This design comes from an exercise in tuning for small area, a short achievable clock period and few clock cycles per item on the open sky130 flow, not from production work. Function was checked by simulation only, so behaviour that the tests miss may differ from the original. Power and IR drop assume default switching activity.

--- flow/constraint.sdc ---
create_clock -name core_clock -period 6.0 [get_ports {clk}]
set_input_delay 1.2000 -clock core_clock [delete_from_list [all_inputs] [get_ports {clk}]]
set_output_delay 1.2000 -clock core_clock [all_outputs]
set_load 0.01 [all_outputs]
--- flow/config.mk ---
export PLATFORM = sky130hd
export DESIGN_NAME = pixel_histogram
export DESIGN_NICKNAME = pixel_histogram
export VERILOG_FILES = /design/flow/design.v
export SDC_FILE = /design/flow/constraint.sdc
export NUM_CORES = 4
export LEC_CHECK = 0
export CAP_MARGIN = 20
export CORE_MARGIN = 2
export CORE_UTILIZATION = 40
export SLEW_MARGIN = 20
--- flow/run.sh ---
#!/bin/bash
# synth_recipe.tcl (not shown) runs the flow's synth.tcl, then flattens the netlist and writes it again
# the make line also repeats each setting of config.mk as NAME=value (left out here)
make -C /OpenROAD-flow-scripts/flow DESIGN_CONFIG=/design/flow/config.mk WORK_HOME=/design/flow/orfs CLKGATE_MAP_FILE= SYNTH_SCRIPT=/design/flow/synth_recipe.tcl finish
--- flow/design.v ---
module pixel_histogram #(
    parameter int CNT_W = 16,
    parameter int TOT_W = 24
) (
    input  logic             clk,
    input  logic             rst_n,
    input  logic             start,
    input  logic             in_valid,
    input  logic [7:0]       inbyte,
    input  logic             frame_end,
    output logic             in_ready,
    output logic             out_valid,
    input  logic             out_ready,
    output logic [7:0]       out_bin,
    output logic [CNT_W-1:0] out_count,
    output logic [TOT_W-1:0] pixel_total,
    output logic             busy,
    output logic             done
);
    localparam logic [2:0] ST_IDLE  = 3'd0;
    localparam logic [2:0] ST_CLEAR = 3'd1;
    localparam logic [2:0] ST_ACCUM = 3'd2;
    localparam logic [2:0] ST_DRAIN = 3'd3;
    localparam logic [2:0] ST_DUMP  = 3'd4;
    localparam logic [CNT_W-1:0] CNT_ONE = {{(CNT_W-1){1'b0}}, 1'b1};
    localparam logic [TOT_W-1:0] TOT_ONE = {{(TOT_W-1){1'b0}}, 1'b1};
    logic [CNT_W-1:0] mem [0:255];
    logic [CNT_W-1:0] rd_data_q;
    logic [2:0]       state_q, state_d;
    logic [7:0]       clr_q, clr_d;
    logic [7:0]       out_bin_q, out_bin_d;
    logic [TOT_W-1:0] tot_q, tot_d;
    logic             done_q, done_d;
    logic             s1_valid_q, s1_valid_d;
    logic [7:0]       s1_addr_q, s1_addr_d;
    logic             wb_valid_q, wb_valid_d;
    logic [7:0]       wb_addr_q, wb_addr_d;
    logic [CNT_W-1:0] wb_data_q, wb_data_d;
    logic             accept;
    logic [7:0]       rd_addr;
    logic             wr_en;
    logic [7:0]       wr_addr;
    logic [CNT_W-1:0] wr_data;
    logic [CNT_W-1:0] cur_count;
    logic [CNT_W-1:0] inc_count;
    assign accept = (state_q == ST_ACCUM) && in_valid;
    always_comb begin
        state_d   = state_q;
        clr_d     = clr_q;
        out_bin_d = out_bin_q;
        tot_d     = tot_q;
        done_d    = 1'b0;
        case (state_q)
            ST_IDLE: begin
                if (start) begin
                    state_d = ST_CLEAR;
                    clr_d   = 8'd0;
                end
            end
            ST_CLEAR: begin
                tot_d = '0;
                clr_d = clr_q + 8'd1;
                if (clr_q == 8'hFF) begin
                    state_d = ST_ACCUM;
                end
            end
            ST_ACCUM: begin
                if (accept && (tot_q != {TOT_W{1'b1}})) begin
                    tot_d = tot_q + TOT_ONE;
                end
                if (frame_end) begin
                    state_d = ST_DRAIN;
                end
            end
            ST_DRAIN: begin
                out_bin_d = 8'd0;
                if (!s1_valid_q) begin
                    state_d = ST_DUMP;
                end
            end
            ST_DUMP: begin
                if (out_ready) begin
                    out_bin_d = out_bin_q + 8'd1;
                    if (out_bin_q == 8'hFF) begin
                        state_d = ST_IDLE;
                        done_d  = 1'b1;
                    end
                end
            end
            default: begin
                state_d = ST_IDLE;
            end
        endcase
    end
    always_comb begin
        s1_valid_d = accept;
        s1_addr_d  = inbyte;
        if (wb_valid_q && (wb_addr_q == s1_addr_q)) begin
            cur_count = wb_data_q;
        end else begin
            cur_count = rd_data_q;
        end
        if (cur_count == {CNT_W{1'b1}}) begin
            inc_count = cur_count;
        end else begin
            inc_count = cur_count + CNT_ONE;
        end
    end
    always_comb begin
        wr_en   = 1'b0;
        wr_addr = 8'd0;
        wr_data = '0;
        if (state_q == ST_CLEAR) begin
            wr_en   = 1'b1;
            wr_addr = clr_q;
            wr_data = '0;
        end else if (s1_valid_q) begin
            wr_en   = 1'b1;
            wr_addr = s1_addr_q;
            wr_data = inc_count;
        end
        wb_valid_d = wr_en;
        wb_addr_d  = wr_addr;
        wb_data_d  = wr_data;
        rd_addr = 8'd0;
        case (state_q)
            ST_ACCUM: rd_addr = inbyte;
            ST_DUMP:  rd_addr = out_ready ? (out_bin_q + 8'd1) : out_bin_q;
            default:  rd_addr = 8'd0;
        endcase
    end
    always_ff @(posedge clk) begin
        if (wr_en) begin
            mem[wr_addr] <= wr_data;
        end
        rd_data_q <= mem[rd_addr];
    end
    always_ff @(posedge clk or negedge rst_n) begin
        if (!rst_n) begin
            state_q    <= ST_IDLE;
            clr_q      <= 8'd0;
            out_bin_q  <= 8'd0;
            tot_q      <= '0;
            done_q     <= 1'b0;
            s1_valid_q <= 1'b0;
            s1_addr_q  <= 8'd0;
            wb_valid_q <= 1'b0;
            wb_addr_q  <= 8'd0;
            wb_data_q  <= '0;
        end else begin
            state_q    <= state_d;
            clr_q      <= clr_d;
            out_bin_q  <= out_bin_d;
            tot_q      <= tot_d;
            done_q     <= done_d;
            s1_valid_q <= s1_valid_d;
            s1_addr_q  <= s1_addr_d;
            wb_valid_q <= wb_valid_d;
            wb_addr_q  <= wb_addr_d;
            wb_data_q  <= wb_data_d;
        end
    end
    assign in_ready    = (state_q == ST_ACCUM);
    assign out_valid   = (state_q == ST_DUMP);
    assign out_bin     = out_bin_q;
    assign out_count   = out_valid ? rd_data_q : '0;
    assign pixel_total = tot_q;
    assign busy        = (state_q != ST_IDLE);
    assign done        = done_q;
endmodule
==> PnR_summary.wiki <==
{| class="wikitable"
! Metric !! Value
|-
| Run status || complete, no violations
|-
| Clock root cell || sky130_fd_sc_hd__clkbuf_16
|-
| Crit path time final || 5.480 ns
|-
| Antenna Nets Post-Route || 0
|-
| Post-Synthesis Cell Area || 170400 um2
|-
| Maximum number of pins on one net before global-route repair || 189
|-
| Layout overhead on the synthesized area || 14.94%
|-
| Port bufs || 65
|-
| Synthesis warning total || 1
|-
| Net Count, Synth || 11417
|-
| Post-cts hold buffer count || 0
|-
| Total overflow reported by the global router || 0
|-
| WS Path Type || flip-flop to flip-flop
|-
| Post-cts resize count || 0
|-
| Number of ports placed on the die boundary || 66
|-
| Flop2flop setup slack || 0.52 ns
|-
| Worst-skew pair later-pin latency || 1.03 ns
|-
| Actual transition at the worst max-transition pin || 1.229 ns
|-
| Critical path required time || 6.93 ns
|-
| Starting utilization of the core area || 40.18%
|-
| Post-Synth Simple-Gate Area || 7.767%
|-
| Main combinational cell family by area after synthesis || compound AO/OA/AOI/OAI gates
|-
| Num Clock Sinks || 4190
|-
| Number of cells in the design after placement || 17045
|-
| Global-route wire length before repair || 732400 um
|-
| Area fraction in compound gates after synthesis || 9.097%
|-
| DP Wirelength || 309000 um
|-
| Aggregate negative setup slack || 0 ns
|-
| Achievable clock frequency || 182.5 MHz
|-
| Die outline height || 656.6 um
|-
| Wire length per cell after detailed routing || 28.81 um
|-
| CTS tree || done
|-
| Final hold vios || 0
|-
| Post-Layout Cell Count || 17834
|-
| Clock Path Buffers || 4
|-
| GRT Total Usage || 23.06%
|-
| Via count of the first global-routing pass || 99926
|-
| First DRT Iteration DRCs || 13132
|-
| Floorplan die area || 431100 um2
|-
| Worst slew margin || 18.07%
|-
| Met1 demand-to-capacity share in global routing || 31.51%
|-
| Post-synth EDFFs || 4096
|-
| Count of vias placed by the detailed router || 104916
|-
| Num rows || 239
|-
| Vias per std cell || 5.883
|-
| Crit end category || flip-flop
|-
| Number of post-CTS setup repair buffers || 0
|-
| Overall power of the completed layout || 0.06128 W
|-
| Leak Pwr || 66.68 nW
|-
| Final setup violating endpoints || 0
|-
| RSZ-0062 raised after global routing || false
|-
| Layout cells sized above 1 || 12.82%
|-
| # nets final || 11828
|-
| Number of buffers created by CTS || 424
|-
| Finished Cell Area || 195800 um2
|-
| Total core area || 424000 um2
|-
| Number of levels the H-tree was split into || 5
|-
| Clk pin slew, worst setup/hold paths || 0.06 ns
|-
| Fraction of registers with async set or reset after synthesis || 1.862%
|-
| Dominant synthesized flop cell || sky130_fd_sc_hd__edfxtp_1
|-
| Peak VDD IR || 0.3024 mV
|-
| Pins over their slew limit || 0
|-
| Gp weighted congestion || 0.9090
|-
| Number of cells produced by synthesis || 11399
|-
| Max-capacitance violation count || 0
|-
| Post-route clock period utilization || 91.34%
|-
| Launching element type of the critical path || flip-flop
|-
| Global routing usage on met3 || 4.439%
|-
| Maximum fanout along the worst path || 32
|-
| Origin of the critical flop-to-flop path || state_q[1]
|-
| Clock tree skew after final layout || 0.1131 ns
|-
| Number of iterations in the first detailed-routing pass || 8
|-
| #FFs+latches synth || 4190
|-
| Portion of netlist area occupied by mux cells || 7.055%
|-
| Sequential cell area fraction in the yosys report || 73.53%
|-
| Arrival time of the worst setup path || 6.41 ns
|-
| Overall routed net length || 513800 um
|-
| Mean area per synthesized cell || 14.95 um2
|-
| Hold Path Class || primary input to async pin
|-
| Total power divided by cell area || 312.9 nW/um2
|-
| Number of cells traversed by the worst register-to-register path || 12
|-
| Yosys cell types || 77
|-
| Capture point of the worst reg-to-reg path || rd_data_q[14]
|-
| Synthesized-area fraction occupied by xor and xnor cells || 0.1748%
|-
| Grt met2 use || 36.05%
|-
| Antenna violations before repair || 29
|-
| Count of fill cells added during filler insertion || 36501
|-
| Detailed-route DRC error count || 0
|-
| Synthesized-area fraction occupied by adder cells || 0.02938%
|-
| Post-placement cell area || 182400 um2
|-
| Global routing's busiest layer || met2
|-
| Horiz. Die Dim || 656.6 um
|}
==> metal layers <==
layer | part of all wire (%) | vias to the layer above
met5 | 0.011 | -
met4 | 5.0 | 8
met3 | 9.3 | 973
met2 | 46 | 5326
met1 | 40 | 53499
li1 | - | 45110
==> worst max-delay path, stage by stage (launching register included) <==
cell	delay, ns
sky130_fd_sc_hd__dfrtp_1	0.60
sky130_fd_sc_hd__or3b_4	0.52
sky130_fd_sc_hd__inv_2	0.58
sky130_fd_sc_hd__o21ai_0	0.21
sky130_fd_sc_hd__buf_4	0.22
sky130_fd_sc_hd__nand2_2	0.40
sky130_fd_sc_hd__or2_4	0.56
sky130_fd_sc_hd__buf_12	0.28
sky130_fd_sc_hd__a21oi_1	0.09
sky130_fd_sc_hd__o41ai_1	0.88
sky130_fd_sc_hd__buf_4	0.29
sky130_fd_sc_hd__o2111ai_1	0.33
sky130_fd_sc_hd__nor4_1	0.37
==> worst max-delay path by stage <==
stage | start | endpoint | cells after the start
finish | state_q[1] | rd_data_q[14] | 12
global route | state_q[1] | rd_data_q[14] | 12
CTS | state_q[1] | rd_data_q[14] | 12
detailed placement | out_ready | rd_data_q[14] | 14
global placement | out_ready | rd_data_q[4] | 13
floorplan | wb_addr_q[6] | mem[0][13] | 9
==> synthesized netlist by cell type (10+ instances only) <==
cell type	instances	area, um2
sky130_fd_sc_hd__buf_2	271	1356
sky130_fd_sc_hd__a31o_2	32	280.3
sky130_fd_sc_hd__mux2_2	35	394.1
sky130_fd_sc_hd__o221a_2	30	337.8
sky130_fd_sc_hd__a211oi_1	504	3784
sky130_fd_sc_hd__buf_1	104	390.4
sky130_fd_sc_hd__dfxtp_1	16	320.3
sky130_fd_sc_hd__and4_1	25	219.0
sky130_fd_sc_hd__nor3_1	38	190.2
sky130_fd_sc_hd__a311o_1	15	150.1
sky130_fd_sc_hd__a31oi_1	97	606.8
sky130_fd_sc_hd__inv_1	86	322.8
sky130_fd_sc_hd__nor4_1	23	143.9
sky130_fd_sc_hd__clkbuf_1	468	1757
sky130_fd_sc_hd__o22a_1	77	674.4
sky130_fd_sc_hd__a21oi_1	186	930.9
sky130_fd_sc_hd__o21ai_0	52	260.3
sky130_fd_sc_hd__mux2i_1	1160	11610
sky130_fd_sc_hd__and3_1	95	594.3
sky130_fd_sc_hd__o2111ai_1	17	148.9
sky130_fd_sc_hd__nor2_1	332	1246
sky130_fd_sc_hd__nand2_1	1818	6824
sky130_fd_sc_hd__dfrtp_1	78	1952
sky130_fd_sc_hd__nand4_1	12	75.07
sky130_fd_sc_hd__o211a_1	314	3143
sky130_fd_sc_hd__buf_4	10	75.07
sky130_fd_sc_hd__or4_1	17	127.6
sky130_fd_sc_hd__xnor2_1	17	148.9
sky130_fd_sc_hd__o41ai_1	32	280.3
sky130_fd_sc_hd__a2111o_1	16	180.2
sky130_fd_sc_hd__o31ai_1	17	127.6
sky130_fd_sc_hd__a211o_1	21	183.9
sky130_fd_sc_hd__o22ai_1	20	125.1
sky130_fd_sc_hd__nand3_1	657	3288
sky130_fd_sc_hd__and2_1	24	150.1
sky130_fd_sc_hd__or2_2	21	131.4
sky130_fd_sc_hd__o211ai_1	161	1209
sky130_fd_sc_hd__xor2_1	17	148.9
sky130_fd_sc_hd__a41oi_1	19	166.4
sky130_fd_sc_hd__a311oi_1	241	2111
sky130_fd_sc_hd__o2111a_1	30	337.8
sky130_fd_sc_hd__edfxtp_1	4096	123000
==> report_power, final <==
group / internal (W) / switching (W) / total, W
sequential: 0.0326 / 0.000294 / 0.0329
clock: 0.0144 / 0.0112 / 0.0256
combinational: 0.000671 / 0.00215 / 0.00282
total: 0.0476 / 0.0136 / 0.0613
==> registers in the layout, indices dropped and copies added (netlist names), 3 cells and up <==
name and cells:
mem 4096, wb_data_q 16, clr_q 8, wb_addr_q 8, state_q 3, s1_addr_q 8, out_bin_q 8, rd_data_q 16
tot_q 24
==> per-stage QoR <==
step | utilization (%) | setup WS (ns) | hold WS, ns
2_1_floorplan | - | -1.126 | 0.4649
3_3_place_gp | 43.02 | -0.4833 | 0.5025
3_5_place_dp | 43.03 | -0.2932 | 0.5041
4_1_cts | 46.16 | 0.6657 | 0.04479
5_1_grt | 46.17 | 0.4186 | 0.07639
6_report | 46.18 | 0.5196 | 0.1003
==> cell type report <==
type,instances,area [um2],area share (%)
flip-flops and latches,4190,125300,63.97
multi-input cells,6261,41570,21.23
clock buffers,533,11210,5.724
repair buffers,846,8249,4.213
well taps,5663,7086,3.618
clock inverters,244,2082,1.063
inverters,87,326.6,0.1668
diodes,10,25.02,0.01278
==> placed cells by master (no fill, tap or decap), drive strengths merged, types with 35 or more instances in the layout <==
cell type / instances
o211ai: 161
o22a: 77
nand2: 1818
dfrtp: 78
edfxtp: 4096
nand3: 658
mux2: 35
o211a: 314
buf: 782
clkdlybuf4s50: 64
a311oi: 241
inv: 97
mux2i: 1161
nor2: 333
clkbuf: 533
nor3: 39
clkinv: 196
and3: 95
o21ai: 56
a211oi: 512
a21oi: 186
a31oi: 97
==> logic make-up (layout without fill, tap and decap cells) <==
kind of cell    after synthesis  after routing
compound gates             1934           1934
other cells                   0             10
mux                        1196           1196
fa+ha+maj                     4              4
xor+xnor                     34             34
simple gates               3093           3093
buf+inv                     948           1710
flops                      4190           4190
Testbench counts, summed over its fixed seeds: cycles 108,627, pixels 63,825.

==> what the ideal ports hide <==
In the flow no input, the clock included, has a driving cell. The finished layout below was timed again as built, in two steps.
Step 1: set_driving_cell puts a clkbuf_16 on clk and a buf_2 on each other input, an assumption about the parent block.
Step 2, shift: input delay + t, output delay - t, t = (earliest + latest rising clock arrival at the registers) / 2. This alone moves slack from input paths to output paths.
Slacks: no drivers / after step 1 / after step 2; pairs: no drivers / after step 1.
shift t [ns]: 1.087
setup slack, ns: 0.520 / 0.483 / -0.604
cell pins on the clock port's net: 1
Met with ideal ports but missed after step 2: setup timing in this run. For this run, drivers alone change the setup slack by -0.037 ns; drivers and shift together by -1.124 ns.
